Source: an optimization exercise on an open RTL-to-GDS flow (aim: small area, a short achievable clock period and few clock cycles). Production flows keep margins and buffers that such runs may drop.
RTL that was checked went through simulation tests only; none was proved equivalent to the original.
For runs 1 to 3 and 5, only the layout was checked, not whether the RTL still works.
Power and IR drop assume default switching activity.

==> flow/design.v <==
`timescale 1ns / 1ps
package tvo_pkg;
  localparam logic [7:0] SEP_RESET = 8'h7C;
  localparam logic [7:0] CHAR_EQUALS = 8'h3D;
  localparam logic [7:0] CHAR_SPACE  = 8'h20;
  localparam logic [7:0] CHAR_TAB    = 8'h09;
  localparam logic [7:0] CHAR_CR     = 8'h0D;
  localparam logic [7:0] CHAR_PLUS   = 8'h2B;
  localparam logic [7:0] CHAR_MINUS  = 8'h2D;
  localparam logic [3:0] KS_EMPTY = 4'd0;
  localparam logic [3:0] KS_1     = 4'd1;
  localparam logic [3:0] KS_5     = 4'd2;
  localparam logic [3:0] KS_3     = 4'd3;
  localparam logic [3:0] KS_4     = 4'd4;
  localparam logic [3:0] KS_OTHER = 4'd5;
  localparam logic [3:0] KS_11    = 4'd8;
  localparam logic [3:0] KS_55    = 4'd9;
  localparam logic [3:0] KS_54    = 4'd10;
  localparam logic [3:0] KS_38    = 4'd11;
  localparam logic [3:0] KS_40    = 4'd12;
  localparam logic [3:0] KS_44    = 4'd13;
  localparam logic [1:0] PH_SPACE  = 2'd0;
  localparam logic [1:0] PH_SIGN   = 2'd1;
  localparam logic [1:0] PH_DIGITS = 2'd2;
  localparam logic [1:0] PH_STOP   = 2'd3;
  localparam logic [1:0] STATUS_OK       = 2'd0;
  localparam logic [1:0] STATUS_BAD_NUM  = 2'd1;
  localparam logic [1:0] STATUS_TOO_LONG = 2'd2;
  typedef struct packed {
    logic [1:0]  piece_count;
    logic        last_eq;
    logic [3:0]  key;
    logic [3:0]  val_len;
    logic [1:0]  phase;
    logic        neg;
    logic        num_err;
    logic [3:0]  sig_cnt;
    logic [1:0]  sig_cmp;
    logic        c16;
    logic [31:0] car;
    logic [63:0] buf_q;
  } field_t;
  localparam logic [1:0] CMP_EQ = 2'd0;
  localparam logic [1:0] CMP_LT = 2'd1;
  localparam logic [1:0] CMP_GT = 2'd2;
  localparam field_t FIELD_CLEAR = '0;
endpackage
`timescale 1ns / 1ps
module tag_value_order_message_parser #(
  parameter int unsigned INSTRUMENT_BYTES = 8
) (
  input  logic        clk_i,
  input  logic        rst_ni,
  input  logic        cfg_valid_i,
  input  logic [7:0]  cfg_field_separator_i,
  output logic        cfg_ready_o,
  input  logic        in_valid_i,
  input  logic [7:0]  in_data_byte_i,
  input  logic        in_is_last_i,
  output logic        in_ready_o,
  output logic        out_valid_o,
  input  logic        out_ready_i,
  output logic [6:0]  out_present_mask_o,
  output logic [31:0] out_order_id_o,
  output logic [31:0] out_client_id_o,
  output logic [31:0] out_side_code_o,
  output logic [31:0] out_order_quantity_o,
  output logic [31:0] out_order_kind_o,
  output logic [31:0] out_limit_price_o,
  output logic [63:0] out_instrument_text_o,
  output logic [3:0]  out_instrument_length_o,
  output logic [1:0]  out_status_o
);
  logic [7:0]  sep_q;
  logic        in_v_q;
  logic [7:0]  byte_q;
  logic [4:0]  dig_q;
  logic        neg_next;
  logic [4:0]  dig_add;
  logic        last_q;
  tvo_pkg::field_t      fld_q;
  tvo_pkg::field_t      base;
  tvo_pkg::field_t      fld_d;
  logic        fresh_q;
  logic        pend_q;
  logic        emit_q;
  logic        advance;
  logic        is_sep;
  logic        is_eq;
  logic        is_digit;
  logic        is_space;
  logic        key_55;
  logic        key_num;
  logic [31:0] acc_next;
  logic        acc_ovf;
  assign cfg_ready_o = 1'b1;
  always_ff @(posedge clk_i or negedge rst_ni) begin
    if (!rst_ni) begin
      sep_q <= tvo_pkg::SEP_RESET;
    end else if (cfg_valid_i) begin
      sep_q <= cfg_field_separator_i;
    end
  end
  logic out_v_q;
  logic clr_q;
  logic rdy_q;
  logic vsep_q;
  logic in_adv;
  assign advance    = !(pend_q && (out_v_q || clr_q));
  assign in_adv     = advance && !vsep_q;
  assign in_ready_o = rdy_q;
  always_ff @(posedge clk_i or negedge rst_ni) begin
    if (!rst_ni) begin
      in_v_q <= 1'b0;
    end else if (in_adv) begin
      in_v_q <= in_valid_i;
    end
  end
  always_ff @(posedge clk_i) begin
    if (in_adv) begin
      byte_q <= in_data_byte_i;
      dig_q  <= {dig_add >= 5'd8, dig_add >= 5'd16,
                 (dig_add >= 5'd16) ? 3'(dig_add - 5'd12) : dig_add[2:0]};
      last_q <= in_is_last_i;
    end
  end
  assign is_sep   = (byte_q == sep_q);
  assign is_eq    = (byte_q == tvo_pkg::CHAR_EQUALS);
  assign is_digit = (byte_q[7:4] == 4'h3) && (byte_q[3:0] <= 4'd9);
  assign is_space = (byte_q == tvo_pkg::CHAR_SPACE) || ((byte_q >= tvo_pkg::CHAR_TAB) && (byte_q <= tvo_pkg::CHAR_CR));
  assign base = fresh_q ? tvo_pkg::FIELD_CLEAR : fld_q;
  logic in_value;
  assign in_value = !fresh_q && (fld_q.piece_count == 2'd1) && !is_eq;
  assign key_55  = (fld_q.key == tvo_pkg::KS_55);
  assign key_num = (fld_q.key == tvo_pkg::KS_1) || (fld_q.key == tvo_pkg::KS_11) ||
                   (fld_q.key == tvo_pkg::KS_54) || (fld_q.key == tvo_pkg::KS_38) ||
                   (fld_q.key == tvo_pkg::KS_40) || (fld_q.key == tvo_pkg::KS_44);
  assign neg_next = (in_v_q && (byte_q == tvo_pkg::CHAR_MINUS)) ||
                    (!(in_v_q && (byte_q == tvo_pkg::CHAR_PLUS)) && !fresh_q && fld_q.neg);
  assign dig_add  = {1'b0, in_data_byte_i[3:0]} + (neg_next ? 5'd9 : 5'd0);
  logic [31:0] csa_a;
  logic [31:0] csa_b;
  logic [31:0] csa_c;
  logic [31:0] csa_d;
  logic [31:0] csa_x1;
  logic [31:0] csa_y1;
  logic [31:0] csa_y1s;
  logic [31:0] csa_x2;
  logic [31:0] csa_y2;
  logic [31:0] acc_car;
  assign csa_a   = {fld_q.buf_q[28:0], dig_q[2:0]};
  assign csa_b   = {fld_q.buf_q[30:0], 1'b0};
  assign csa_c   = {fld_q.car[28:1], dig_q[4:3], 2'b00};
  assign csa_d   = {fld_q.car[30:0], 1'b0};
  assign csa_x1  = csa_a ^ csa_b ^ csa_c;
  assign csa_y1  = (csa_a & csa_b) | (csa_a & csa_c) | (csa_b & csa_c);
  assign csa_y1s = {csa_y1[30:0], 1'b0};
  assign csa_x2  = csa_x1 ^ csa_y1s ^ csa_d;
  assign csa_y2  = (csa_x1 & csa_y1s) | (csa_x1 & csa_d) | (csa_y1s & csa_d);
  assign acc_next = csa_x2;
  assign acc_car  = {csa_y2[30:0], 1'b0};
  logic [3:0] dig_val;
  logic [3:0] lim_dig;
  logic       sig_lead0;
  logic [1:0] cmp_next;
  logic [3:0] sig_next;
  assign dig_val   = byte_q[3:0];
  localparam logic [39:0] LIMIT_DIGITS = 40'h8463847412;
  assign lim_dig = (fld_q.sig_cnt > 4'd9) ? 4'd8 : LIMIT_DIGITS[fld_q.sig_cnt * 4 +: 4];
  assign sig_lead0 = (fld_q.sig_cnt == 4'd0) && (dig_val == 4'd0);
  assign cmp_next  = (fld_q.sig_cmp != tvo_pkg::CMP_EQ) ? fld_q.sig_cmp :
                     (dig_val < lim_dig) ? tvo_pkg::CMP_LT :
                     (dig_val == lim_dig) ? tvo_pkg::CMP_EQ : tvo_pkg::CMP_GT;
  assign sig_next  = fld_q.sig_cnt + 4'd1;
  assign acc_ovf   = !sig_lead0 &&
                     ((fld_q.sig_cnt == 4'd10) ||
                      ((fld_q.sig_cnt == 4'd9) &&
                       ((cmp_next == tvo_pkg::CMP_GT) ||
                        ((cmp_next == tvo_pkg::CMP_EQ) && !fld_q.neg))));
  always_comb begin
    fld_d = base;
    fld_d.buf_q = fresh_q ? 64'd0 : fld_q.buf_q;
    if (is_eq) begin
      if (base.piece_count != 2'd3) begin
        fld_d.piece_count = base.piece_count + 2'd1;
      end
      fld_d.last_eq = 1'b1;
    end else begin
      fld_d.last_eq = 1'b0;
      if (base.piece_count == 2'd0) begin
        unique case (base.key)
          tvo_pkg::KS_EMPTY: begin
            unique case (byte_q)
              8'h31:   fld_d.key = tvo_pkg::KS_1;
              8'h35:   fld_d.key = tvo_pkg::KS_5;
              8'h33:   fld_d.key = tvo_pkg::KS_3;
              8'h34:   fld_d.key = tvo_pkg::KS_4;
              default: fld_d.key = tvo_pkg::KS_OTHER;
            endcase
          end
          tvo_pkg::KS_1:    fld_d.key = (byte_q == 8'h31) ? tvo_pkg::KS_11 : tvo_pkg::KS_OTHER;
          tvo_pkg::KS_5:    fld_d.key = (byte_q == 8'h35) ? tvo_pkg::KS_55 :
                               (byte_q == 8'h34) ? tvo_pkg::KS_54 : tvo_pkg::KS_OTHER;
          tvo_pkg::KS_3:    fld_d.key = (byte_q == 8'h38) ? tvo_pkg::KS_38 : tvo_pkg::KS_OTHER;
          tvo_pkg::KS_4:    fld_d.key = (byte_q == 8'h30) ? tvo_pkg::KS_40 :
                               (byte_q == 8'h34) ? tvo_pkg::KS_44 : tvo_pkg::KS_OTHER;
          default: fld_d.key = tvo_pkg::KS_OTHER;
        endcase
      end
    end
    if (in_value) begin
      if (fld_q.val_len != 4'd15) begin
        fld_d.val_len = fld_q.val_len + 4'd1;
      end
      if (key_55) begin
        for (int i = 0; i < INSTRUMENT_BYTES; i++) begin
          if (fld_q.val_len == 4'(i)) begin
            fld_d.buf_q[i*8 +: 8] = byte_q;
          end
        end
      end
      if (key_num && (fld_q.phase != tvo_pkg::PH_STOP)) begin
        if (is_digit) begin
          fld_d.buf_q[31:0] = acc_next;
          fld_d.car         = acc_car;
          if (!sig_lead0) begin
            fld_d.sig_cnt = sig_next;
            fld_d.sig_cmp = cmp_next;
          end
          if (acc_ovf) begin
            fld_d.num_err = 1'b1;
            fld_d.phase   = tvo_pkg::PH_STOP;
          end else begin
            fld_d.phase   = tvo_pkg::PH_DIGITS;
          end
        end else if ((fld_q.phase == tvo_pkg::PH_SPACE) && is_space) begin
          fld_d.phase = tvo_pkg::PH_SPACE;
        end else if ((fld_q.phase == tvo_pkg::PH_SPACE) &&
                     ((byte_q == tvo_pkg::CHAR_PLUS) || (byte_q == tvo_pkg::CHAR_MINUS))) begin
          fld_d.neg         = (byte_q == tvo_pkg::CHAR_MINUS);
          fld_d.buf_q[31:0] = (byte_q == tvo_pkg::CHAR_MINUS) ? 32'hFFFF_FFFF : 32'd0;
          fld_d.phase       = tvo_pkg::PH_SIGN;
        end else begin
          if (fld_q.phase != tvo_pkg::PH_DIGITS) begin
            fld_d.num_err = 1'b1;
          end
          fld_d.phase = tvo_pkg::PH_STOP;
        end
      end
    end
  end
  tvo_pkg::field_t fld_c;
  always_comb begin
    fld_c                         = fld_q;
    {fld_c.c16, fld_c.buf_q[15:0]} = {1'b0, fld_q.buf_q[15:0]} + {1'b0, fld_q.car[15:0]};
    fld_c.car[15:0]               = 16'd0;
  end
  logic need_vsep;
  logic pend_n;
  logic vsep_n;
  assign need_vsep = !fresh_q && key_num;
  assign pend_n    = vsep_q ? 1'b1 :
                     in_adv ? (in_v_q && (is_sep || (last_q && !need_vsep))) : pend_q;
  assign vsep_n    = !vsep_q && in_adv && in_v_q && !is_sep && last_q && need_vsep;
  always_ff @(posedge clk_i) begin
    if (vsep_q) begin
      fld_q  <= fld_c;
    end else if (in_adv && in_v_q) begin
      fld_q  <= is_sep ? (fresh_q ? tvo_pkg::FIELD_CLEAR : fld_c) : fld_d;
      emit_q <= last_q;
    end
  end
  always_ff @(posedge clk_i or negedge rst_ni) begin
    if (!rst_ni) begin
      fresh_q <= 1'b1;
      pend_q  <= 1'b0;
      vsep_q  <= 1'b0;
    end else begin
      pend_q <= pend_n;
      vsep_q <= vsep_n;
      if (in_adv && in_v_q) begin
        fresh_q <= is_sep || last_q;
      end
    end
  end
  logic        close;
  logic        take;
  logic        hasval;
  logic        taken;
  logic        num_bad;
  logic        wr_instr;
  logic        err_long;
  logic [5:0]  wr_num;
  logic        err_num;
  logic [31:0] num_val;
  logic [5:0][31:0] vals_q;
  logic [63:0] instr_q;
  logic [3:0]  ilen_q;
  logic [6:0]  mask_q;
  logic [1:0]  status_q;
  logic [6:0]  mask_set;
  assign close = pend_q && !out_v_q && !clr_q;
  assign take  = out_v_q && out_ready_i;
  assign hasval  = (fld_q.val_len != 4'd0);
  assign taken   = hasval && (((fld_q.piece_count == 2'd1) && !fld_q.last_eq) ||
                              ((fld_q.piece_count == 2'd2) && fld_q.last_eq));
  assign num_bad = fld_q.num_err || (fld_q.phase == tvo_pkg::PH_SPACE) || (fld_q.phase == tvo_pkg::PH_SIGN);
  assign num_val = {fld_q.buf_q[31:16] + fld_q.car[31:16] + {15'd0, fld_q.c16},
                    fld_q.buf_q[15:0]} ^ {32{fld_q.neg}};
  logic [5:0] key_slot;
  assign key_slot = {fld_q.key == tvo_pkg::KS_44, fld_q.key == tvo_pkg::KS_40, fld_q.key == tvo_pkg::KS_38,
                     fld_q.key == tvo_pkg::KS_54, fld_q.key == tvo_pkg::KS_1,  fld_q.key == tvo_pkg::KS_11};
  assign wr_instr = close && taken && (fld_q.key == tvo_pkg::KS_55) &&
                    (fld_q.val_len <= 4'(INSTRUMENT_BYTES));
  assign err_long = close && taken && (fld_q.key == tvo_pkg::KS_55) &&
                    (fld_q.val_len > 4'(INSTRUMENT_BYTES));
  assign wr_num   = (close && taken && !num_bad) ? key_slot : 6'd0;
  assign err_num  = close && taken && num_bad && (key_slot != 6'd0);
  assign mask_set = {wr_num[5], wr_num[4], wr_num[3], wr_num[2], wr_instr, wr_num[1], wr_num[0]};
  logic out_v_n;
  assign out_v_n = take ? 1'b0 : ((close && emit_q) ? 1'b1 : out_v_q);
  always_ff @(posedge clk_i or negedge rst_ni) begin
    if (!rst_ni) begin
      rdy_q <= 1'b1;
    end else begin
      rdy_q <= !(pend_n && (out_v_n || take)) && !vsep_n;
    end
  end
  always_ff @(posedge clk_i or negedge rst_ni) begin
    if (!rst_ni) begin
      clr_q   <= 1'b1;
      out_v_q <= 1'b0;
    end else begin
      clr_q <= take;
      if (take) begin
        out_v_q <= 1'b0;
      end else if (close && emit_q) begin
        out_v_q <= 1'b1;
      end
    end
  end
  always_ff @(posedge clk_i) begin
    if (clr_q) begin
      mask_q   <= '0;
      status_q <= tvo_pkg::STATUS_OK;
    end else begin
      mask_q <= mask_q | mask_set;
      if (status_q == tvo_pkg::STATUS_OK) begin
        if (err_num) begin
          status_q <= tvo_pkg::STATUS_BAD_NUM;
        end else if (err_long) begin
          status_q <= tvo_pkg::STATUS_TOO_LONG;
        end
      end
    end
  end
  always_ff @(posedge clk_i) begin
    if (clr_q) begin
      instr_q <= '0;
      ilen_q  <= '0;
    end else if (wr_instr) begin
      instr_q <= fld_q.buf_q;
      ilen_q  <= fld_q.val_len;
    end
  end
  for (genvar s = 0; s < 6; s++) begin : g_slot
    always_ff @(posedge clk_i) begin
      if (clr_q) begin
        vals_q[s] <= '0;
      end else if (wr_num[s]) begin
        vals_q[s] <= num_val;
      end
    end
  end
  assign out_valid_o             = out_v_q;
  assign out_present_mask_o      = mask_q;
  assign out_order_id_o          = vals_q[0];
  assign out_client_id_o         = vals_q[1];
  assign out_side_code_o         = vals_q[2];
  assign out_order_quantity_o    = vals_q[3];
  assign out_order_kind_o        = vals_q[4];
  assign out_limit_price_o       = vals_q[5];
  assign out_instrument_text_o   = instr_q;
  assign out_instrument_length_o = ilen_q;
  assign out_status_o            = status_q;
endmodule
==> flow/flow/run.sh <==
#!/bin/bash
# The standard layout, with two changes: the port buffers are buf_2 cells in place of
# the delay buffer buffer_ports picks on its own, and synthesis leaves adders to ABC
# (no full/half adder cells), which gives a faster accumulator. Each tool's output
# goes to standard.log.
set -euo pipefail
export BUFFER_PORTS_ARGS="-buffer_cell sky130_fd_sc_hd__buf_2"
export ADDER_MAP_FILE=
bash standard.sh finish > standard.log 2>&1
==> flow/standard.sh <==
#!/bin/bash
# synth_recipe.tcl (not shown) runs the flow's synth.tcl, then flattens the netlist and writes it again
# the make line also repeats each setting of config.mk as NAME=value (left out here)
make -C /OpenROAD-flow-scripts/flow DESIGN_CONFIG=/design/flow/config.mk WORK_HOME=/design/flow/orfs CLKGATE_MAP_FILE= SYNTH_SCRIPT=/design/flow/synth_recipe.tcl "${@:-finish}"
==> flow/config.mk <==
export PLATFORM = sky130hd
export DESIGN_NAME = tag_value_order_message_parser
export DESIGN_NICKNAME = tag_value_order_message_parser
export VERILOG_FILES = /design/flow/design.v
export SDC_FILE = /design/flow/constraint.sdc
export NUM_CORES = 4
export LEC_CHECK = 0
export CAP_MARGIN = 20
export CORE_MARGIN = 2
export CORE_UTILIZATION = 40
export SETUP_SLACK_MARGIN = 4.0
export SLEW_MARGIN = 20
export TNS_END_PERCENT = 5
==> flow/constraint.sdc <==
create_clock -name core_clock -period 6.0 [get_ports {clk_i}]
set_input_delay 1.2000 -clock core_clock [delete_from_list [all_inputs] [get_ports {clk_i}]]
set_output_delay 1.2000 -clock core_clock [all_outputs]
set_load 0.01 [all_outputs]
==> results of run 1 <==
-- Yosys cell counts (4+ instances only) --
cell type / n
o21ai_1: 25
maj3_2: 4
edfxtp_1: 115
and2_1: 13
nor2b_1: 22
mux2i_1: 20
xnor2_1: 148
dfstp_2: 8
a21o_1: 5
nand4_1: 4
a211oi_1: 179
nor3b_1: 36
maj3_1: 58
buf_2: 28
a221oi_1: 25
clkbuf_1: 162
dfxtp_1: 285
a31oi_1: 12
o21ai_0: 44
dfrtp_1: 7
a21oi_1: 206
nand3_1: 40
nand2b_1: 8
o31ai_1: 9
xor2_1: 46
buf_1: 18
a22o_1: 15
a22oi_1: 15
nor2_1: 290
nor4_1: 8
nand3b_1: 4
o211ai_1: 13
inv_1: 22
o22ai_1: 22
nor3_1: 19
mux2_2: 10
and3_1: 7
nand2_1: 269
-- worst max-delay path: cells and delay by family (launching register included) --
family                     cells  cell delay [ns]
and+or+nand+nor                2             0.49
xor gates and xnor gates       1             0.15
adders and majority gates      3             0.98
DFF                            1             0.49
AOI/OAI and AO/OA              3             0.46
-- power groups by stage --
stage	combinational [mW]	clock [mW]	sequential (mW)
3_3_place_gp	5.57	0	4.65
6_report	7.82	2.94	4.37
2_1_floorplan	4.50	0	4.00
4_1_cts	7.00	2.98	4.34
5_1_grt	8.31	3.10	4.44
3_5_place_dp	5.67	0	4.67
-- stage by stage --
step           hold WS (ns)  area [sq um]  power [mW]  util (%)  std cells
2_1_floorplan         0.461         20400        8.51         -       2285
3_3_place_gp          0.442         22100        10.2      44.0       3059
3_5_place_dp          0.443         22100        10.3      44.1       3061
4_1_cts               0.451         25700        14.3      51.2       3275
5_1_grt               0.470         27300        15.9      54.4       3349
6_report              0.450         27300        15.1      54.4       3349
-- kinds of logic (layout without fill, tap and decap cells) --
logic type / after synthesis / in the layout / share of synthesized area, %
AOI/OAI and AO/OA: 607 / 607 / 19.4
xor gates and xnor gates: 196 / 196 / 8.51
DFF: 415 / 415 / 46.9
and+or+nand+nor: 736 / 746 / 15.8
adders and majority gates: 62 / 62 / 3.08
muxes: 30 / 30 / 1.54
other: 1 / 1 / 0.0184
buffers and inverters: 238 / 620 / 4.73
-- layout make-up --
class	instances	area, sq um
sequential	415	9550
inverter	24	92.6
clock inverter	26	258
clock buffer	60	1330
multi-input combinational	1642	11400
tap	672	841
fill	4475	22900
timing repair buffer	510	3810
-- final timing paths --
check | endpoint | startpoint | slack, ns | cells after the start
max in group asynchronous | sep_q[2] | rst_ni | 5.17 | 1
worst min-delay path | vals_q[60] | vals_q[60] | 0.45 | 2
min in group asynchronous | sep_q[0] | rst_ni | 0.53 | 1
worst min register to register | vals_q[60] | vals_q[60] | 0.45 | 2
worst max register to register | fld_q[10] | fld_q[5] | 3.20 | 9
worst max-delay path | fld_q[10] | fld_q[5] | 3.20 | 9
-- routing by layer --
metal / track usage (%) / wire [microns] / up-vias / share of wire (%)
li1: - / - / 8796 / -
met1: 36.0 / 31100 / 9386 / 42
met2: 39.9 / 33100 / 995 / 45
met3: 5.33 / 7460 / 192 / 10
met4: 7.95 / 2700 / 0 / 3.6
met5: 0 / 0 / - / 0
-- timing repair --
| action | CTS | global route |
|---|---|---|
| setup endpoints to repair | 768 | 749 |
| pin swaps | 53 | 65 |
| cloned | 11 | 16 |
| buffers inserted | 117 | 58 |
| resized for setup | 166 | 170 |
-- registers in the layout, summed over array words and instances, names as in the netlist, 2 cells and up --
name and flops:
vals_q 192, fld_q 118, ilen_q 4, dig_q 3, sep_q 8, mask_q 7
instr_q 64, status_q 2, byte_q 8
==> run summary, run 1 <==
- Status: complete, no violations
- Largest net degree at the start of global routing: 195
- Final setup viols: 0
- Post-DP HPWL: 43200 microns
- Number of port buffers: 292
- RSZ-0062 raised after global routing: true
- Most common cell after layout, fill and taps aside: buf_2
- # hold bufs at CTS: 0
- Top-Level Pins: 294
- #FFs+latches synth: 415
- Slew HR: 26.8%
- Final setup TNS: 0 ns
- Total wire length: approximately 74000 microns
- Number of global-route vias before repair: between 15000 and 20000
- Rows: 82
- Layout cells sized above 1: 31.0%
- DRC viols: 0
- CTS tree: yes
- Cell Pwr Density: 555 nW/um^2
- Skew final: 0.0622 ns
- Switching Power: between 6 and 7 mW
- Min Tclk post-route: approximately 2.8 ns
- Syn. warnings: 1
- Clock sinks: a little over 400
- Layout Nets: 2662
- Initial antenna violation count: 0
- Syn Std Cell Area: 20300 sq um
- # diodes: 0
- Most frequent cells in the layout: 292 x buf_2, 284 x dfxtp_1, 259 x nand2_1
- Yosys top cell area share: 28.0%
- Crit path max fanout: 4
- Ys async rst share: 3.61%
- Core Box Area: 50200 sq um
- Clock Power Share: between 10% and 20%
- Combinational share of power: between 50% and 60%
- LEAKAGE: 10.7 nW
- Initial DRC count: roughly 2200
- Ranking of synthesized cells by area: dfxtp_1 28%, edfxtp_1 17%, a211oi_1 6.6%
- Ys flop type: dfxtp_1
- Slew Limit Fails: 0
- Post-Syn Area per Cell: 8.90 sq um
- Sequential share of power: 28.9%
- Cells along the critical path: or2_4 > a221oi_2 > o22ai_1 > and2_4 > maj3_2 > maj3_2 > maj3_2 > xor2_1 > o21ai_1
- Initial Util: 40.5%
- Syn Inst Count: 2285
- Clk latency of the worst-skew pair: 0.62 ns
- Pre-Repair DR Iteration Count: 8
- Layout area overhead: 34.1%
- Num CTS Buffers: 47
- Critical Path Slowest Stage Cell: edfxtp_1
- Worst slack at placement: 2.12 ns
- Gpl congestion: about 0.87
- Sw Share: between 40 and 50%
- Overall routing resource usage: between 20% and 30%
- Synth area leader: dfxtp_1
- Routed via count: roughly 19000
- Syn_nets: 2307
- Clk slew on worst S/H paths: 0.07 ns
- CP Class: reg2reg
- EDFF count, synth: about 120
- Most used cell, CP: maj3_2
- H-tree Lvls: 2
- Root buf cell: clkbuf_16
- Hold Crit Class: reg2reg
- Final WS setup: 3.20 ns
- Chip Height: 230 microns
- Die area: 52700 sq um
- Setup crit start kind: flop
- Routed Antenna Nets: 0
- Hold Fails Final Rpt: 0
- Worst path max stage delay: about 0.49 ns
- CP arrival: 3.17 ns
- Top achievable clock speed: 0.357 GHz
- Max-cap violation count: 0
- Vias/cell: 5.78
- Int Power: 8.40 mW
- Clk buf depth: 3
- DR WL/cell: 22.2 microns
- Worst vdd ir: 340 uV
- First-pass GRT wire length: 107000 microns
- Least-Margin Pin Slew: 1.09 ns
- Crit. End Element: flop
- Worst path required time: approximately 6.4 ns
- Seq/Total Area, Yosys: 46.9%
- Total gr overflow: 0
- Yosys cell types: 75
- Die width: around 230 microns
- Period utilization: 46.7%
==> run 2: changes to the inputs <==
--- a/flow/config.mk
+++ b/flow/config.mk
@@ -9,5 +9,6 @@
 export CORE_MARGIN = 2
-export CORE_UTILIZATION = 40
+export CORE_UTILIZATION = 55
+export CTS_BUF_LIST = sky130_fd_sc_hd__clkbuf_8
 export SETUP_SLACK_MARGIN = 4.0
 export SLEW_MARGIN = 20
-export TNS_END_PERCENT = 5
+export TNS_END_PERCENT = 10
==> run 2 against run 1 <==
  * Count of clock-buffer cells in the layout is 29 higher
  * Design area rose by 5.2%
  * Cell count shrank 1.4%
  * Power is 5.4% higher
  * Fmax shrank 2.4%
  * Worst hold slack lost 0.016 ns
  * Clock skew down 0.028 ns
  * Critical endpoint unchanged
  * Register-to-register slack worse by 0.07 ns
  * Largest power group unchanged
==> run summary, run 2 <==
- Layout area overhead: 41.1% (was 34.1%)
- Worst vdd ir: 325 uV (was 340 uV)
- Crit path max fanout: 6 (was 4)
- Clk slew on worst S/H paths: 0.06 ns (was 0.07 ns)
- Yosys top cell area share: 28.0% (unchanged)
- Root buf cell: clkbuf_8 (was clkbuf_16)
- Rows: 70 (was 82)
- Met2 Usage GRT: 58.5% (was 39.9%)
- Hold Crit Class: in2async (was reg2reg)
- Cells along the critical path: buf_6 > o22a_1 > a221oi_2 > nor2_1 > and2_4 > maj3_2 > maj3_2 > maj3_2 > xor2_1 > o21ai_1 (was or2_4 > a221oi_2 > o22ai_1 > and2_4 > maj3_2 > maj3_2 > maj3_2 > xor2_1 > o21ai_1)
- Final Cell Area: 28700 sq um (was 27300 sq um)
- Clock sinks: 415 (unchanged)
- Syn Inst Count: 2285 (unchanged)
- Most frequent cell after synthesis: nor2_1 (unchanged)
- Final setup viols: 0 (unchanged)
- Worst path required time: 6.41 ns (was 6.37 ns)
- Met3 Resource Use GR: 6.58% (was 5.33%)
- FF+latch area: 9550 sq um (about the same)
- Period utilization: 47.9% (was 46.7%)
- CP arrival: 3.29 ns (was 3.17 ns)
- Status: complete, no violations (unchanged)
- Chip Height: 196 microns (was 230 microns)
- Num CTS Buffers: 72 (was 47)
- #FFs+latches synth: 415 (unchanged)
- Worst slack at placement: 2.40 ns (was 2.12 ns)
- # hold bufs at CTS: 0 (unchanged)
- Post-Syn Area per Cell: 8.90 sq um (unchanged)
- Final core occ: 78.6% (was 54.4%)
- Most used cell, CP: maj3_2 (unchanged)
- RSZ-0062 raised after global routing: true (unchanged)
- Ranking of synthesized cells by area: dfxtp_1 28%, edfxtp_1 17%, a211oi_1 6.6% (unchanged)
- Clk latency of the worst-skew pair: 0.67 ns (was 0.62 ns)
- Initial Util: 55.7% (was 40.5%)
- R2R setup slack: 3.13 ns (was 3.20 ns)
- Met1 Track Usage GR: 47.8% (was 36.0%)
- Delay-heaviest family, CP: adder cells (unchanged)
- Biggest register: vals_q (unchanged)
- Largest net degree at the start of global routing: 103 (was 195)
- Die width: 196 microns (was 230 microns)
- Crit path buf inv count: 1 (was 0)
- CTS tree: yes (unchanged)
- Slew HR: 18.6% (was 26.8%)
- LEAKAGE: 11.6 nW (was 10.7 nW)
- Total gr overflow: 0 (unchanged)
- EDFF count, synth: 115 (unchanged)
- Critical Path Slowest Stage Cell: edfxtp_1 (unchanged)
- Syn Std Cell Area: 20300 sq um (unchanged)
- Clk buf depth: 3 (unchanged)
- Final setup TNS: 0 ns (unchanged)
- Footprint of the multi-input gates: 12100 sq um (was 11400 sq um)
- Final WS setup: 3.13 ns (was 3.20 ns)
- # diodes: 0 (unchanged)
- Min Tclk post-route: 2.87 ns (was 2.80 ns)
- Fill cells: 2408 (was 4475)
- First-pass GRT wire length: 108000 microns (was 107000 microns)
- Ys async rst share: 3.61% (unchanged)
- Synth cell count leaders: 290 x nor2_1, 285 x dfxtp_1, 269 x nand2_1 (unchanged)
- Crit. End Element: flop (unchanged)
- Synth area leader: dfxtp_1 (unchanged)
- Global route hottest layer: met2 (unchanged)
- CP Class: reg2reg (unchanged)
- Seq/Total Area, Yosys: 46.9% (unchanged)
- Overall routing resource usage: 36.1% (was 25.8%)
- Die area: 38500 sq um (was 52700 sq um)
- Vias/cell: 6.38 (was 5.78)
- Syn. warnings: 1 (unchanged)
- Top achievable clock speed: 0.348 GHz (was 0.357 GHz)
- Setup crit start kind: flop (unchanged)
- Yosys cell types: 75 (unchanged)
- Ys flop type: dfxtp_1 (unchanged)
- Total wire length: 82400 microns (was 74400 microns)
- Layout Nets: 2805 (was 2662)
- Pre-Repair DR Iteration Count: 14 (was 8)
- Skew final: 0.0339 ns (was 0.0622 ns)
- Slew Limit Fails: 0 (unchanged)
- Top-Level Pins: 294 (unchanged)
- Hold Fails Final Rpt: 0 (unchanged)
- Initial antenna violation count: 0 (unchanged)
- Area after DPL: 21800 sq um (was 22100 sq um)
- Core Box Area: 36500 sq um (was 50200 sq um)
- Syn_nets: 2307 (unchanged)
- DRC viols: 0 (unchanged)
- Initial DRC count: 2629 (was 2194)
- Number of global-route vias before repair: 18407 (was 17684)
- Most frequent cells in the layout: 292 x buf_2, 285 x dfxtp_1, 244 x nand2_1 (was 292 x buf_2, 284 x dfxtp_1, 259 x nand2_1)
- Number of port buffers: 292 (unchanged)
- Worst path max stage delay: 0.48 ns (was 0.49 ns)
- Most common cell after layout, fill and taps aside: buf_2 (unchanged)
- H-tree Lvls: 3 (was 2)
- Max-cap violation count: 0 (unchanged)
- Gpl congestion: 0.878 (was 0.875)
- Number of flip-flops in the largest register: 192 (unchanged)
- Post-DP HPWL: 41700 microns (was 43200 microns)
- Least-Margin Pin Slew: 1.21 ns (was 1.09 ns)
- Routed via count: 21045 (was 19369)
- Routed Antenna Nets: 0 (unchanged)
- Cell Pwr Density: 555 nW/um^2 (about the same)
- DR WL/cell: 25.0 microns (was 22.2 microns)
- Regs by FF count: vals_q x192, fld_q x118, instr_q x64 (unchanged)
- Layout cells sized above 1: 37.6% (was 31.0%)
==> run 2: logic make-up after synthesis <==
family	count (synthesis)	synth area share, %
simple gates	736	15.8
fa+ha+maj	62	3.08
flops	415	46.9
compound gates	607	19.4
mux	30	1.54
buf+inv	238	4.73
other cells	1	0.0184
xor+xnor	196	8.51
==> run 2: per-stage QoR <==
stage                     std cells  power, mW  hold WS [ns]
after global placement         2857       10.1         0.442
after global routing           3301       16.5         0.463
after floorplan                2285       8.51         0.461
after detailed placement       2858       10.2         0.446
final                          3301       15.9         0.434
after CTS                      3162       14.0         0.439
==> run 2: what timing repair did <==
action,CTS,global route
gates resized for setup,210,333
cloned,20,26
pin swaps,71,126
setup buffers,160,113
setup endpoints to repair,768,749
==> run 2: final timing paths <==
path / from / end / depth (start not counted)
min in group core_clock: instr_q[3] / instr_q[3] / 2
max in group asynchronous: rst_ni / sep_q[6] / 1
worst min-delay path: rst_ni / pend_q / 1
worst max-delay path: fld_q[4] / fld_q[10] / 10
worst max register to register: fld_q[4] / fld_q[10] / 10
worst min register to register: instr_q[3] / instr_q[3] / 2
==> run 2: layer usage <==
metal	vias up	share of wire [%]
met5	-	0
met1	10118	38
li1	9137	-
met3	408	11
met4	0	6.3
met2	1382	45
==> run 2: cell type report <==
type | count | share of cell area [%]
Clock buffer | 89 | 4.27
Timing Repair Buffer | 616 | 17.2
Multi-Input combinational cell | 1654 | 42.3
Inverter | 24 | 0.375
Sequential cell | 415 | 33.3
Tap cell | 468 | 2.04
Clock inverter | 35 | 0.558
==> run 2: worst register-to-register path, delay by kind of cell (launching register included) <==
kind                       cells  cell delay, ns
adders and majority gates      3            0.97
AOI/OAI and AO/OA              3            0.56
DFF                            1            0.48
and+or+nand+nor                2            0.27
buffers and inverters          1            0.18
xor gates and xnor gates       1            0.15
==> run 2: power breakdown <==
| group | internal, mW | switching [mW] |
|---|---|---|
| Clock | 1.33 | 1.23 |
| Sequential | 3.68 | 0.700 |
| Combinational | 3.59 | 5.40 |
| Total | 8.60 | 7.33 |
==> run 3: changes to the inputs <==
--- a/flow/config.mk
+++ b/flow/config.mk
@@ -11,4 +11,4 @@
 export CTS_BUF_LIST = sky130_fd_sc_hd__clkbuf_8
-export SETUP_SLACK_MARGIN = 4.0
+export SETUP_SLACK_MARGIN = 3.5
 export SLEW_MARGIN = 20
-export TNS_END_PERCENT = 10
+export TNS_END_PERCENT = 5
==> run 3 against run 2 <==
  * Still clean
  * Count of clock-buffer cells in the layout unchanged
  * Die area unchanged
  * Clock skew down 0.0054 ns
  * Via count down 11%
  * Worst setup slack better by 0.044 ns
  * Critical path type unchanged
  * Critical endpoint unchanged
  * Largest power group unchanged
==> run summary, run 3 <==
- Post-Syn Area per Cell: 8.90 sq um (unchanged)
- Die area: 38500 sq um (unchanged)
- Syn_nets: 2307 (unchanged)
- EDFF count, synth: 115 (unchanged)
- Layout Nets: 2618 (was 2805)
- Switching Power: 6.13 mW (was 7.33 mW)
- Overall routing resource usage: 32.4% (was 36.1%)
- CTS tree: yes (unchanged)
- Ys flop type: dfxtp_1 (unchanged)
- Int Power: 7.61 mW (was 8.60 mW)
- Clock sinks: 415 (unchanged)
- Top-Level Pins: 294 (unchanged)
- Worst vdd ir: 301 uV (was 325 uV)
- Combinational share of power: 49.2% (was 56.4%)
- Regs by FF count: vals_q x192, fld_q x118, instr_q x64 (unchanged)
- LEAKAGE: 9.91 nW (was 11.6 nW)
- Slew HR: 24.5% (was 18.6%)
- Rows: 70 (unchanged)
- Worst path max stage delay: 0.48 ns (about the same)
- Pre-Repair DR Iteration Count: 6 (was 14)
- Ranking of synthesized cells by area: dfxtp_1 28%, edfxtp_1 17%, a211oi_1 6.6% (unchanged)
- Num CTS Buffers: 72 (unchanged)
- Number of global-route vias before repair: 16983 (was 18407)
- Layout area overhead: 22.5% (was 41.1%)
- H-tree Lvls: 3 (unchanged)
- Initial antenna violation count: 0 (unchanged)
- Most common cell after layout, fill and taps aside: buf_2 (unchanged)
- Critical Path Slowest Stage Cell: edfxtp_1 (unchanged)
- Post-DP HPWL: 41700 microns (unchanged)
- First-pass GRT wire length: 98000 microns (was 108000 microns)
- Gpl congestion: 0.878 (unchanged)
- Synth cell count leaders: 290 x nor2_1, 285 x dfxtp_1, 269 x nand2_1 (unchanged)
- Clk slew on worst S/H paths: 0.06 ns (about the same)
- Cells along the critical path: buf_6 > o22a_1 > a221oi_2 > nor2_1 > and2_4 > maj3_2 > maj3_2 > maj3_2 > xor2_1 > o21ai_1 (unchanged)
- Cell Pwr Density: 551 nW/um^2 (was 555 nW/um^2)
- Most used cell, CP: maj3_2 (unchanged)
- Sw Share: 44.6% (was 46.0%)
- Final setup TNS: 0 ns (unchanged)
- Delay-heaviest family, CP: adder cells (unchanged)
- Crit path max fanout: 6 (unchanged)
- Seq/Total Area, Yosys: 46.9% (unchanged)
- Most frequent cells in the layout: 293 x buf_2, 285 x dfxtp_1, 280 x nor2_1 (was 292 x buf_2, 285 x dfxtp_1, 244 x nand2_1)
- Largest net degree at the start of global routing: 103 (unchanged)
- Ys async rst share: 3.61% (unchanged)
- Syn. warnings: 1 (unchanged)
- Clk buf depth: 3 (unchanged)
- Status: complete, no violations (unchanged)
- Sequential share of power: 32.5% (was 27.5%)
- Yosys top cell area share: 28.0% (unchanged)
- Least-Margin Pin Slew: 1.12 ns (was 1.21 ns)
- Top achievable clock speed: 0.354 GHz (was 0.348 GHz)
- Crit path buf inv count: 1 (unchanged)
- Vias/cell: 6.01 (was 6.38)
- Yosys cell types: 75 (unchanged)
- Initial Util: 55.7% (unchanged)
- Number of flip-flops in the largest register: 192 (unchanged)
- Hold Fails Final Rpt: 0 (unchanged)
- Die width: 196 microns (unchanged)
- Hold Crit Class: in2async (unchanged)
- CP arrival: 3.23 ns (was 3.29 ns)
- DRC viols: 0 (unchanged)
- Total wire length: 68100 microns (was 82400 microns)
- Initial DRC count: 1732 (was 2629)
- Clk latency of the worst-skew pair: 0.65 ns (was 0.67 ns)
- Clock Power Share: 18.4% (was 16.1%)
- Biggest register: vals_q (unchanged)
- Chip Height: 196 microns (unchanged)
- Slew Limit Fails: 0 (unchanged)
- Core Box Area: 36500 sq um (unchanged)
- Overall power: 13.7 mW (was 15.9 mW)
- Routed via count: 18716 (was 21045)
- Number of port buffers: 292 (unchanged)
- RSZ-0062 raised after global routing: true (unchanged)
- Period utilization: 47.1% (was 47.9%)
- Total gr overflow: 0 (unchanged)
- Synth area leader: dfxtp_1 (unchanged)
- Worst path required time: 6.40 ns (was 6.41 ns)
- Layout cells sized above 1: 25.1% (was 37.6%)
- Final setup viols: 0 (unchanged)
- Syn Inst Count: 2285 (unchanged)
- CP Class: reg2reg (unchanged)
- Most frequent cell after synthesis: nor2_1 (unchanged)
- Max-cap violation count: 0 (unchanged)
- Root buf cell: clkbuf_8 (unchanged)
- Syn Std Cell Area: 20300 sq um (unchanged)
- DR WL/cell: 21.9 microns (was 25.0 microns)
- # diodes: 0 (unchanged)
- Min Tclk post-route: 2.83 ns (was 2.87 ns)
- Setup crit start kind: flop (unchanged)
- Skew final: 0.0285 ns (was 0.0339 ns)
- Crit. End Element: flop (unchanged)
- #FFs+latches synth: 415 (unchanged)
- Routed Antenna Nets: 0 (unchanged)
[run 3: cell counts after synthesis]
Identical to the previous run, type by type.
[run 3: through the flow]
step	utilization, %	instances	setup slack, ns	hold slack (ns)	area [sq um]
finish	68.2	3114	3.17	0.451	24900
global route	68.2	3114	3.10	0.468	24900
CTS	65.7	3046	3.19	0.439	24000
detailed placement	59.7	2858	2.40	0.446	21800
global placement	59.6	2857	2.20	0.442	21800
floorplan	-	2285	3.20	0.461	20400
[run 3: final timing paths]
path	start	end	slack, ns	depth (start not counted)
min in group core_clock	instr_q[0]	instr_q[0]	0.45	2
worst max register to register	fld_q[4]	fld_q[10]	3.17	10
worst max-delay path	fld_q[4]	fld_q[10]	3.17	10
worst min register to register	instr_q[0]	instr_q[0]	0.45	2
worst min-delay path	rst_ni	pend_q	0.45	1
max in group asynchronous	rst_ni	sep_q[6]	5.22	1
[run 3: metal layers]
layer  up-vias  share of wire (%)  global-route usage (%)
li1       8734                  -                       -
met1      8944                 42                    44.2
met2       907                 46                    51.4
met3       131                9.4                    6.67
met4         0                2.7                    11.0
met5         -                  0                       0
[run 3: power by group through the flow]
stage	Combinational, mW	Sequential (mW)	Clock [mW]
final	6.75	4.46	2.53
after global routing	7.23	4.53	2.68
after detailed placement	5.48	4.71	0
after floorplan	4.50	4.00	0
after CTS	6.14	4.47	2.56
after global placement	5.42	4.68	0
[run 3: logic make-up after synthesis]
kind of cell,after synthesis,share of synthesized area (%)
buffers and inverters,238,4.73
AOI/OAI and AO/OA,607,19.4
and+or+nand+nor,736,15.8
adders and majority gates,62,3.08
DFF,415,46.9
muxes,30,1.54
other,1,0.0184
xor gates and xnor gates,196,8.51
[run 3: what timing repair did]
item | in CTS | in global routing
hold buffers | 0 | 0
endpoints found under the setup margin | 490 | 419
resized for setup | 53 | 77
pin swaps | 18 | 32
setup buffers | 61 | 54
cloned | 3 | 14
[run 3: area by class of cell]
cell class,count,area [sq um]
flip-flops and latches,415,9550
inverters,24,90.1
fillers,3009,11600
clock inverters,35,160
multi-input cells,1643,10500
well taps,468,586
clock buffers,89,1220
repair buffers,440,2810
[run 3: worst register-to-register path, cell delays in order, from the launching register on]
cell and delay [ns]:
edfxtp_1 0.48, buf_6 0.18, o22a_1 0.23, a221oi_2 0.22
nor2_1 0.11, and2_4 0.17, maj3_2 0.31, maj3_2 0.33
maj3_2 0.32, xor2_1 0.16, o21ai_1 0.07
==> run 4: changes to the inputs <==
--- a/flow/design.v
+++ b/flow/design.v
@@ -79,2 +79,3 @@
   logic [4:0]  dig_add;
+  logic [4:0]  dig_m12;
   logic        last_q;
@@ -122,3 +123,3 @@
       dig_q  <= {dig_add >= 5'd8, dig_add >= 5'd16,
-                 (dig_add >= 5'd16) ? 3'(dig_add - 5'd12) : dig_add[2:0]};
+                 (dig_add >= 5'd16) ? dig_m12[2:0] : dig_add[2:0]};
       last_q <= in_is_last_i;
@@ -140,2 +141,3 @@
   assign dig_add  = {1'b0, in_data_byte_i[3:0]} + (neg_next ? 5'd9 : 5'd0);
+  assign dig_m12  = dig_add - 5'd12;
   logic [31:0] csa_a;
--- a/flow/config.mk
+++ b/flow/config.mk
@@ -9,4 +9,3 @@
 export CORE_MARGIN = 2
-export CORE_UTILIZATION = 55
-export CTS_BUF_LIST = sky130_fd_sc_hd__clkbuf_8
+export CORE_UTILIZATION = 40
 export SETUP_SLACK_MARGIN = 3.5
==> run 4 against run 3 <==
  * Register-to-register slack got worse by 0.16 ns
  * Non-clock buffer count rose by 36
  * Routed wire length rose by 0.28%
==> run summary, run 4 <==
- Yosys top cell area share: 28.1% (was 28.0%)
- Gpl congestion: 0.859 (was 0.878)
- Ys async rst share: 3.60% (was 3.61%)
- Regs by FF count: vals_q x192, fld_q x118, instr_q x64 (unchanged)
- Hold Fails Final Rpt: 0 (unchanged)
- Num CTS Buffers: 47 (was 72)
- Initial Util: 40.5% (was 55.7%)
- Syn Std Cell Area: 20300 sq um (about the same)
- Number of global-route vias before repair: 17467 (was 16983)
- Ys flop type: dfxtp_1 (unchanged)
- Final WS setup: 3.01 ns (was 3.17 ns)
- Syn Inst Count: 2291 (was 2285)
- Rows: 82 (was 70)
- Final setup TNS: 0 ns (unchanged)
- RSZ-0062 raised after global routing: true (unchanged)
- #FFs+latches synth: 417 (was 415)
- Worst vdd ir: 306 uV (was 301 uV)
- Worst slack at placement: 1.69 ns (was 2.40 ns)
- Post-Syn Area per Cell: 8.88 sq um (was 8.90 sq um)
- Total wire length: 68300 microns (was 68100 microns)
- Pre-Repair DR Iteration Count: 6 (unchanged)
- Status: complete, no violations (unchanged)
- Routed Antenna Nets: 0 (unchanged)
- Cell Pwr Density: 580 nW/um^2 (was 551 nW/um^2)
- Clk buf depth: 3 (unchanged)
- Crit path max fanout: 4 (was 6)
- EDFF count, synth: 117 (was 115)
- Yosys cell types: 77 (was 75)
- Top-Level Pins: 294 (unchanged)
- Clk slew on worst S/H paths: 0.06 ns (about the same)
- DR WL/cell: 20.6 microns (was 21.9 microns)
- Synth area leader: dfxtp_1 (unchanged)
- Initial DRC count: 1596 (was 1732)
- # hold bufs at CTS: 0 (unchanged)
- Overall routing resource usage: 24.5% (was 32.4%)
- Vias/cell: 5.61 (was 6.01)
- CP Class: reg2reg (unchanged)
- Min Tclk post-route: 2.99 ns (was 2.83 ns)
- Ranking of synthesized cells by area: dfxtp_1 28%, edfxtp_1 17%, xnor2_1 6.1% (was dfxtp_1 28%, edfxtp_1 17%, a211oi_1 6.6%)
- CP arrival: 3.46 ns (was 3.23 ns)
- Chip Height: 229 microns (was 196 microns)
- Syn. warnings: 1 (unchanged)
- DRC viols: 0 (unchanged)
- Most common cell after layout, fill and taps aside: nor2_1 (was buf_2)
- Most frequent cell after synthesis: nor2_1 (unchanged)
- H-tree Lvls: 2 (was 3)
- Seq/Total Area, Yosys: 47.2% (was 46.9%)
- Crit. End Element: flop (unchanged)
- Clock sinks: 417 (was 415)
- Skew final: 0.0314 ns (was 0.0285 ns)
- Root buf cell: clkbuf_16 (was clkbuf_8)
- Period utilization: 49.9% (was 47.1%)
- Max-cap violation count: 0 (unchanged)
- Syn_nets: 2313 (was 2307)
- Layout cells sized above 1: 26.3% (was 25.1%)
- Slew HR: 25.9% (was 24.5%)
- Hold Crit Class: reg2reg (was in2async)
- Total gr overflow: 0 (unchanged)
- Final setup viols: 0 (unchanged)
- Biggest register: vals_q (unchanged)
- Synth cell count leaders: 328 x nor2_1, 285 x dfxtp_1, 232 x nand2_1 (was 290 x nor2_1, 285 x dfxtp_1, 269 x nand2_1)
- Largest net degree at the start of global routing: 109 (was 103)
- Routed via count: 18603 (was 18716)
- Min Hold Slack: 0.451 ns (about the same)
- Least-Margin Pin Slew: 1.11 ns (was 1.12 ns)
- Layout Nets: 2625 (was 2618)
- Worst path required time: 6.46 ns (was 6.40 ns)
- Post-DP HPWL: 43800 microns (was 41700 microns)
- Most frequent cells in the layout: 314 x nor2_1, 294 x buf_2, 282 x dfxtp_1 (was 293 x buf_2, 285 x dfxtp_1, 280 x nor2_1)
- Core Box Area: 50200 sq um (was 36500 sq um)
- Setup crit start kind: flop (unchanged)
- Clk latency of the worst-skew pair: 0.60 ns (was 0.65 ns)
- Layout area overhead: 26.8% (was 22.5%)
- CTS tree: yes (unchanged)
- Die area: 52700 sq um (was 38500 sq um)
- First-pass GRT wire length: 103000 microns (was 98000 microns)
- Initial antenna violation count: 2 (was 0)
- Number of flip-flops in the largest register: 192 (unchanged)
- Top achievable clock speed: 0.334 GHz (was 0.354 GHz)
- LEAKAGE: 10.1 nW (was 9.91 nW)
- Die width: 229 microns (was 196 microns)
- Slew Limit Fails: 0 (unchanged)
- Number of port buffers: 292 (unchanged)
run 4: cell types whose count changed in the layout (fill, tap and decap cells not counted), sizes merged, moves of 23 or more:
cell,before,now
clkbuf,92,69
a211oi,179,140
nor2,294,328
nand2,269,232
inv,56,19
buf,437,475
run 4: area by class of cell:
| class | instances | area [sq um] |
|---|---|---|
| fill | 4613 | 24400 |
| multi-input combinational | 1645 | 10600 |
| sequential | 417 | 9610 |
| timing repair buffer | 476 | 3050 |
| clock buffer | 68 | 1350 |
| tap | 672 | 841 |
| clock inverter | 20 | 292 |
| inverter | 16 | 63.8 |
| antenna | 1 | 2.50 |
run 4: cells by family after synthesis:
kind of cell | count (synthesis) | share of synthesized area [%]
buf+inv | 230 | 4.36
other cells | 1 | 0.0184
flops | 417 | 47.2
simple gates | 756 | 16.5
xor+xnor | 198 | 8.57
fa+ha+maj | 70 | 3.46
mux | 12 | 0.646
compound gates | 607 | 19.2
run 4: worst max-delay path, stage by stage (launching register included):
cell       delay (ns)
edfxtp_1         0.45
o211ai_1         0.27
a31oi_2          0.17
buf_4            0.16
nor3_1           0.19
o31ai_2          0.12
and2_1           0.19
maj3_1           0.39
maj3_1           0.42
a2111oi_1        0.34
a211o_1          0.16
run 4: per-layer routing:
layer  wire length (microns)  up-vias  global-route usage, %
li1                        -     8759                      -
met1                   29900     8946                   33.6
met2                   31200      785                   39.0
met3                    5560      113                   4.72
met4                    1640        0                   7.24
met5                       0        -                      0
run 4: path summary, 6_finish.rpt:
kind                                   from          end  slack [ns]  cells past startpoint
min in group asynchronous            rst_ni       in_v_q        0.52                      1
worst max-delay path               fld_q[1]    fld_q[10]        3.01                     10
worst min register to register  instr_q[56]  instr_q[56]        0.45                      2
max in group asynchronous            rst_ni     sep_q[2]        5.18                      1
worst max register to register     fld_q[1]    fld_q[10]        3.01                     10
worst min-delay path            instr_q[56]  instr_q[56]        0.45                      2
run 4: stage by stage:
| stage | instances | area [sq um] | utilization, % | power (mW) |
|---|---|---|---|---|
| after global routing | 3314 | 25800 | 51.4 | 15.7 |
| final | 3315 | 25800 | 51.4 | 14.9 |
| after detailed placement | 3072 | 22200 | 44.3 | 10.4 |
| after global placement | 3071 | 22200 | 44.2 | 10.3 |
| after floorplan | 2291 | 20400 | - | 8.53 |
| after CTS | 3261 | 25100 | 50.0 | 14.3 |
run 4: what timing repair did:
action | in CTS | in global routing
buffers inserted | 99 | 52
cloned | 2 | 0
endpoints found under the setup margin | 461 | 457
gates resized for setup | 81 | 79
pin swaps | 31 | 42
run 4: power breakdown:
group | internal (mW) | total (mW) | switching (mW)
registers | 3.69 | 4.42 | 0.724
logic | 3.00 | 7.49 | 4.49
clock network | 1.80 | 3.04 | 1.25
total | 8.49 | 14.9 | 6.46
Testbench counts of run 4, summed over its fixed seeds: cycles 69,120.
==> run 5: changes to the inputs <==
--- a/flow/design.v
+++ b/flow/design.v
@@ -79,3 +79,2 @@
   logic [4:0]  dig_add;
-  logic [4:0]  dig_m12;
   logic        last_q;
@@ -123,3 +122,3 @@
       dig_q  <= {dig_add >= 5'd8, dig_add >= 5'd16,
-                 (dig_add >= 5'd16) ? dig_m12[2:0] : dig_add[2:0]};
+                 (dig_add >= 5'd16) ? 3'(dig_add - 5'd12) : dig_add[2:0]};
       last_q <= in_is_last_i;
@@ -141,3 +140,2 @@
   assign dig_add  = {1'b0, in_data_byte_i[3:0]} + (neg_next ? 5'd9 : 5'd0);
-  assign dig_m12  = dig_add - 5'd12;
   logic [31:0] csa_a;
@@ -259,9 +257,33 @@
   end
-  logic need_vsep;
   logic pend_n;
   logic vsep_n;
-  assign need_vsep = !fresh_q && key_num;
-  assign pend_n    = vsep_q ? 1'b1 :
-                     in_adv ? (in_v_q && (is_sep || (last_q && !need_vsep))) : pend_q;
-  assign vsep_n    = !vsep_q && in_adv && in_v_q && !is_sep && last_q && need_vsep;
+  assign pend_n    = vsep_q ? 1'b1 : in_adv ? (in_v_q && is_sep) : pend_q;
+  assign vsep_n    = !vsep_q && in_adv && in_v_q && !is_sep && last_q;
+  logic       cl_hasval;
+  logic       cl_taken;
+  logic       cl_bad;
+  logic [5:0] cl_slot;
+  logic [8:0] dec_d;
+  logic [8:0] dec_q;
+  assign cl_hasval = (fld_q.val_len != 4'd0);
+  assign cl_taken  = cl_hasval && (((fld_q.piece_count == 2'd1) && !fld_q.last_eq) ||
+                                   ((fld_q.piece_count == 2'd2) && fld_q.last_eq));
+  assign cl_bad    = fld_q.num_err || (fld_q.phase == tvo_pkg::PH_SPACE) ||
+                     (fld_q.phase == tvo_pkg::PH_SIGN);
+  assign cl_slot   = {fld_q.key == tvo_pkg::KS_44, fld_q.key == tvo_pkg::KS_40,
+                      fld_q.key == tvo_pkg::KS_38, fld_q.key == tvo_pkg::KS_54,
+                      fld_q.key == tvo_pkg::KS_1,  fld_q.key == tvo_pkg::KS_11};
+  assign dec_d     = {(cl_taken && !cl_bad) ? cl_slot : 6'd0,
+                      cl_taken && (fld_q.key == tvo_pkg::KS_55) &&
+                      (fld_q.val_len <= 4'(INSTRUMENT_BYTES)),
+                      cl_taken && cl_bad && (cl_slot != 6'd0),
+                      cl_taken && (fld_q.key == tvo_pkg::KS_55) &&
+                      (fld_q.val_len > 4'(INSTRUMENT_BYTES))};
+  always_ff @(posedge clk_i) begin
+    if (vsep_q) begin
+      dec_q <= dec_d;
+    end else if (in_adv && in_v_q && is_sep) begin
+      dec_q <= fresh_q ? 9'd0 : dec_d;
+    end
+  end
   always_ff @(posedge clk_i) begin
@@ -289,5 +311,2 @@
   logic        take;
-  logic        hasval;
-  logic        taken;
-  logic        num_bad;
   logic        wr_instr;
@@ -305,17 +324,8 @@
   assign take  = out_v_q && out_ready_i;
-  assign hasval  = (fld_q.val_len != 4'd0);
-  assign taken   = hasval && (((fld_q.piece_count == 2'd1) && !fld_q.last_eq) ||
-                              ((fld_q.piece_count == 2'd2) && fld_q.last_eq));
-  assign num_bad = fld_q.num_err || (fld_q.phase == tvo_pkg::PH_SPACE) || (fld_q.phase == tvo_pkg::PH_SIGN);
   assign num_val = {fld_q.buf_q[31:16] + fld_q.car[31:16] + {15'd0, fld_q.c16},
                     fld_q.buf_q[15:0]} ^ {32{fld_q.neg}};
-  logic [5:0] key_slot;
-  assign key_slot = {fld_q.key == tvo_pkg::KS_44, fld_q.key == tvo_pkg::KS_40, fld_q.key == tvo_pkg::KS_38,
-                     fld_q.key == tvo_pkg::KS_54, fld_q.key == tvo_pkg::KS_1,  fld_q.key == tvo_pkg::KS_11};
-  assign wr_instr = close && taken && (fld_q.key == tvo_pkg::KS_55) &&
-                    (fld_q.val_len <= 4'(INSTRUMENT_BYTES));
-  assign err_long = close && taken && (fld_q.key == tvo_pkg::KS_55) &&
-                    (fld_q.val_len > 4'(INSTRUMENT_BYTES));
-  assign wr_num   = (close && taken && !num_bad) ? key_slot : 6'd0;
-  assign err_num  = close && taken && num_bad && (key_slot != 6'd0);
+  assign wr_num   = close ? dec_q[8:3] : 6'd0;
+  assign wr_instr = close && dec_q[2];
+  assign err_num  = close && dec_q[1];
+  assign err_long = close && dec_q[0];
   assign mask_set = {wr_num[5], wr_num[4], wr_num[3], wr_num[2], wr_instr, wr_num[1], wr_num[0]};
==> run 5 against run 4 <==
  * Cell count is essentially flat
  * Synthesized area increased by 1.4%
  * Count of clock-buffer cells in the layout did not move
  * First-iteration DRC count decreased by 5.4%
  * Largest power group unchanged
  * Clock power barely moved
  * Die area up 1.4%
  * Core utilization down 1.2 points
==> run summary, run 5 <==
- Die area: 53400 sq um (was 52700 sq um)
- Pre-Repair DR Iteration Count: 6 (unchanged)
- Overall routing resource usage: 24.2% (was 24.5%)
- Slew Limit Fails: 0 (unchanged)
- Clk slew on worst S/H paths: 0.06 ns (about the same)
- EDFF count, synth: 124 (was 117)
- Rows: 83 (was 82)
- Gpl congestion: 0.873 (was 0.859)
- Number of port buffers: 292 (unchanged)
- #FFs+latches synth: 424 (was 417)
- Final core occ: 50.1% (was 51.4%)
- Regs by FF count: vals_q x192, fld_q x118, instr_q x64 (unchanged)
- First-pass GRT wire length: 102000 microns (was 103000 microns)
- Syn Inst Count: 2332 (was 2291)
- H-tree Lvls: 2 (unchanged)
- Max-cap violation count: 0 (unchanged)
- Biggest register: vals_q (unchanged)
- Chip Height: 231 microns (was 229 microns)
- Core Box Area: 51200 sq um (was 50200 sq um)
- Initial Util: 40.3% (was 40.5%)
- Ys flop type: dfxtp_1 (unchanged)
- RSZ-0062 raised after global routing: true (unchanged)
- Post-synthesis simple-gate area fraction: 17.2% (was 16.5%)
- Ranking of synthesized cells by area: dfxtp_1 28%, edfxtp_1 18%, xnor2_1 6.5% (was dfxtp_1 28%, edfxtp_1 17%, xnor2_1 6.1%)
- Vias/cell: 5.55 (was 5.61)
- Top-Level Pins: 294 (unchanged)
- Syn_nets: 2354 (was 2313)
- Num CTS Buffers: 48 (was 47)
- Reg2reg start: fld_q[9] (was fld_q[1])
- Yosys top cell area share: 27.7% (was 28.1%)
- Initial DRC count: 1510 (was 1596)
- Die width: 231 microns (was 229 microns)
- Worst slack at placement: 1.88 ns (was 1.69 ns)
- Clk buf depth: 3 (unchanged)
- Hold Crit Class: reg2reg (unchanged)
- CP Class: reg2reg (unchanged)
- Final WS setup: 2.94 ns (was 3.01 ns)
- Initial antenna violation count: 0 (was 2)
- Clk latency of the worst-skew pair: 0.61 ns (was 0.60 ns)
- Overall power: 18.3 mW (was 14.9 mW)
- # diodes: 0 (was 1)
- Seq/Total Area, Yosys: 47.6% (was 47.2%)
- Met2 Usage GRT: 39.7% (was 39.0%)
- Crit. Startpoint: fld_q[9] (was fld_q[1])
- R2R setup slack: 2.94 ns (was 3.01 ns)
- Layout cells sized above 1: 24.2% (was 26.3%)
- Ys async rst share: 3.54% (was 3.60%)
- Largest net degree at the start of global routing: 102 (was 109)
- Clock sinks: 424 (was 417)
- Final setup viols: 0 (unchanged)
- Slew HR: 25.0% (was 25.9%)
- # hold bufs at CTS: 0 (unchanged)
- Setup crit start kind: flop (unchanged)
- DR WL/cell: 20.1 microns (was 20.6 microns)
- CP arrival: 3.39 ns (was 3.46 ns)
- Worst vdd ir: 400 uV (was 306 uV)
- Final Cell Area: 25700 sq um (was 25800 sq um)
- Most common cell after layout, fill and taps aside: nand2_1 (was nor2_1)
- Worst path required time: 6.33 ns (was 6.46 ns)
- Synth cell count leaders: 351 x nand2_1, 285 x dfxtp_1, 266 x nor2_1 (was 328 x nor2_1, 285 x dfxtp_1, 232 x nand2_1)
- Final setup TNS: 0 ns (unchanged)
- Adder and majority cell fraction of the synthesized area: 3.30% (was 3.46%)
- Global route hottest layer: met2 (unchanged)
- Hold Fails Final Rpt: 0 (unchanged)
- Syn. warnings: 1 (unchanged)
- Routed via count: 18397 (was 18603)
- Most frequent cell after synthesis: nand2_1 (was nor2_1)
- Post-Syn Area per Cell: 8.85 sq um (was 8.88 sq um)
- Number of flip-flops in the largest register: 192 (unchanged)
- Total wire length: 66800 microns (was 68300 microns)
- Post-synthesis mux area share: 1.19% (was 0.646%)
- Crit. End Element: flop (unchanged)
- Area after DPL: 22400 sq um (was 22200 sq um)
- Routed Antenna Nets: 0 (unchanged)
- Crit path max fanout: 4 (unchanged)
- LEAKAGE: 9.86 nW (was 10.1 nW)
- DRC viols: 0 (unchanged)
- Least-Margin Pin Slew: 1.12 ns (was 1.11 ns)
- R2r endpoint: fld_q[15] (was fld_q[10])
- Fill cells: 4793 (was 4613)
- Xor/xnor share of the synthesized area: 8.75% (was 8.57%)
- Min Tclk post-route: 3.06 ns (was 2.99 ns)
- Number of global-route vias before repair: 17326 (was 17467)
- Syn Std Cell Area: 20600 sq um (was 20300 sq um)
- Yosys cell types: 79 (was 77)
- Setup crit end: fld_q[15] (was fld_q[10])
- Skew final: 0.0249 ns (was 0.0314 ns)
- Status: complete, no violations (unchanged)
- Most frequent cells in the layout: 344 x nand2_1, 292 x buf_2, 280 x dfxtp_1 (was 314 x nor2_1, 294 x buf_2, 282 x dfxtp_1)
- Top achievable clock speed: 0.327 GHz (was 0.334 GHz)
- R2r worst-path depth: 11 (was 10)
- Main combinational cell family by area after synthesis: compound AO/OA/AOI/OAI gates (unchanged)
- Synth Area in Compound Gates: 17.5% (was 19.2%)
- Post-DP HPWL: 42900 microns (was 43800 microns)
- Synth area leader: dfxtp_1 (unchanged)
- Cell Pwr Density: 713 nW/um^2 (was 580 nW/um^2)
- Total gr overflow: 0 (unchanged)
- Layout Nets: 2621 (was 2625)
- Period utilization: 51.0% (was 49.9%)
- Root buf cell: clkbuf_16 (unchanged)
- Met1 Track Usage GR: 32.9% (was 33.6%)
- Layout area overhead: 24.5% (was 26.8%)
- CTS tree: yes (unchanged)
- Met3 Resource Use GR: 4.05% (was 4.72%)
[run 5: cell count changes in the layout (fill, tap and decap cells not counted), moves of 11 or more]
cell	change
xor2_1	-15
nand3_1	-11
nor3_1	+17
xnor2_1	+17
buf_4	-46
nand3b_1	+13
nand2_1	+122
nor2_1	-61
[run 5: worst min-delay path by stage]
stage | endpoint | slack (ns) | depth (start not counted) | from
finish | instr_q[35] | 0.45 | 2 | instr_q[35]
global route | vals_q[90] | 0.46 | 2 | vals_q[90]
CTS | instr_q[5] | 0.45 | 2 | instr_q[5]
detailed placement | instr_q[5] | 0.44 | 2 | instr_q[5]
global placement | vals_q[149] | 0.44 | 2 | vals_q[149]
floorplan | emit_q | 0.44 | 0 | last_q
[run 5: area by class of cell]
class	count	area [sq um]	share of cell area, %
inverter	24	90.1	0.351
sequential	424	9820	38.3
clock inverter	20	248	0.965
timing repair buffer	428	2770	10.8
clock buffer	68	1410	5.48
multi-input combinational	1673	10500	40.8
tap	680	851	3.31
[run 5: logic make-up (layout without fill, tap and decap cells)]
group                    count (synthesis)  count (layout)
buffers and inverters                  238             540
AO/OA/AOI/OAI                          566             566
multiplexers                            23              23
flip-flops                             424             424
AND/OR/NAND/NOR                        812             815
XOR/XNOR                               201             201
other                                    1               1
adder cells (fa/ha/maj)                 67              67
[run 5: power breakdown]
group,internal [mW],total [mW],leakage (nW),switching [mW]
Combinational,3.92,9.70,5.30,5.78
Clock,1.82,3.07,0.816,1.25
Sequential,4.46,5.54,3.75,1.07
Total,10.2,18.3,9.86,8.10
[run 5: through the flow]
stage	cells	hold WS, ns
2_1_floorplan	2332	0.444
3_3_place_gp	3117	0.441
3_5_place_dp	3117	0.444
4_1_cts	3293	0.450
5_1_grt	3317	0.463
6_report	3317	0.450
[run 5: routing by layer]
metal  share of wire [%]  routed length (microns)
met4                 2.6                     1760
met5                   0                        0
met3                 6.6                     4410
met2                  47                    31300
met1                  44                    29300
[run 5: timing repair]
action / CTS / global route
endpoints found under the setup margin: 485 / 413
buffers inserted: 81 / 23
pin swaps: 32 / 29
gates cloned: 7 / 0
resized for setup: 80 / 46
[run 5: worst max-delay path: stages, from the launching register on]
cell and delay (ns):
edfxtp_1 0.38, buf_4 0.17, xnor2_4 0.18, nor4_4 0.08, and3_1 0.19, o211a_4 0.28
o41ai_4 0.37, a31oi_2 0.16, maj3_2 0.34, maj3_2 0.36, xor2_2 0.19, o22ai_2 0.07

[what the ideal ports hide]
The results above use ideal ports. As a check the final layouts listed here were re-extracted and re-timed, cells and wires unchanged.
Step 1 sets driving cells, clkbuf_16 on the clock port and buf_2 on the other inputs (assumed; they add their load-dependent delay and slew).
Step 2 also shifts input and output timing later by t, the mid clock arrival at the registers, as if the neighbouring blocks saw the same clock.
Three values: ideal ports, drivers, drivers and shift; two values: the first two.
| run | t (ns) | setup WS [ns] | worst setup path after step 2 | worst register clock-pin slew, ns | worst data-port slew with drivers (ns) |
|---|---|---|---|---|---|
| run 1 | 0.643 | 3.197 / 3.197 / 3.197 | register to register | 0.07 / 0.07 | 0.04 |
| run 2 | 0.708 | 3.127 / 3.127 / 3.127 | register to register | 0.07 / 0.07 | 0.04 |
| run 3 | 0.686 | 3.171 / 3.171 / 3.171 | register to register | 0.07 / 0.07 | 0.03 |
| run 4 | 0.650 | 3.006 / 3.006 / 3.006 | register to register | 0.07 / 0.07 | 0.04 |
| run 5 | 0.655 | 2.942 / 2.942 / 2.942 | register to register | 0.07 / 0.07 | 0.05 |
After both steps setup and hold are still met in every run listed.
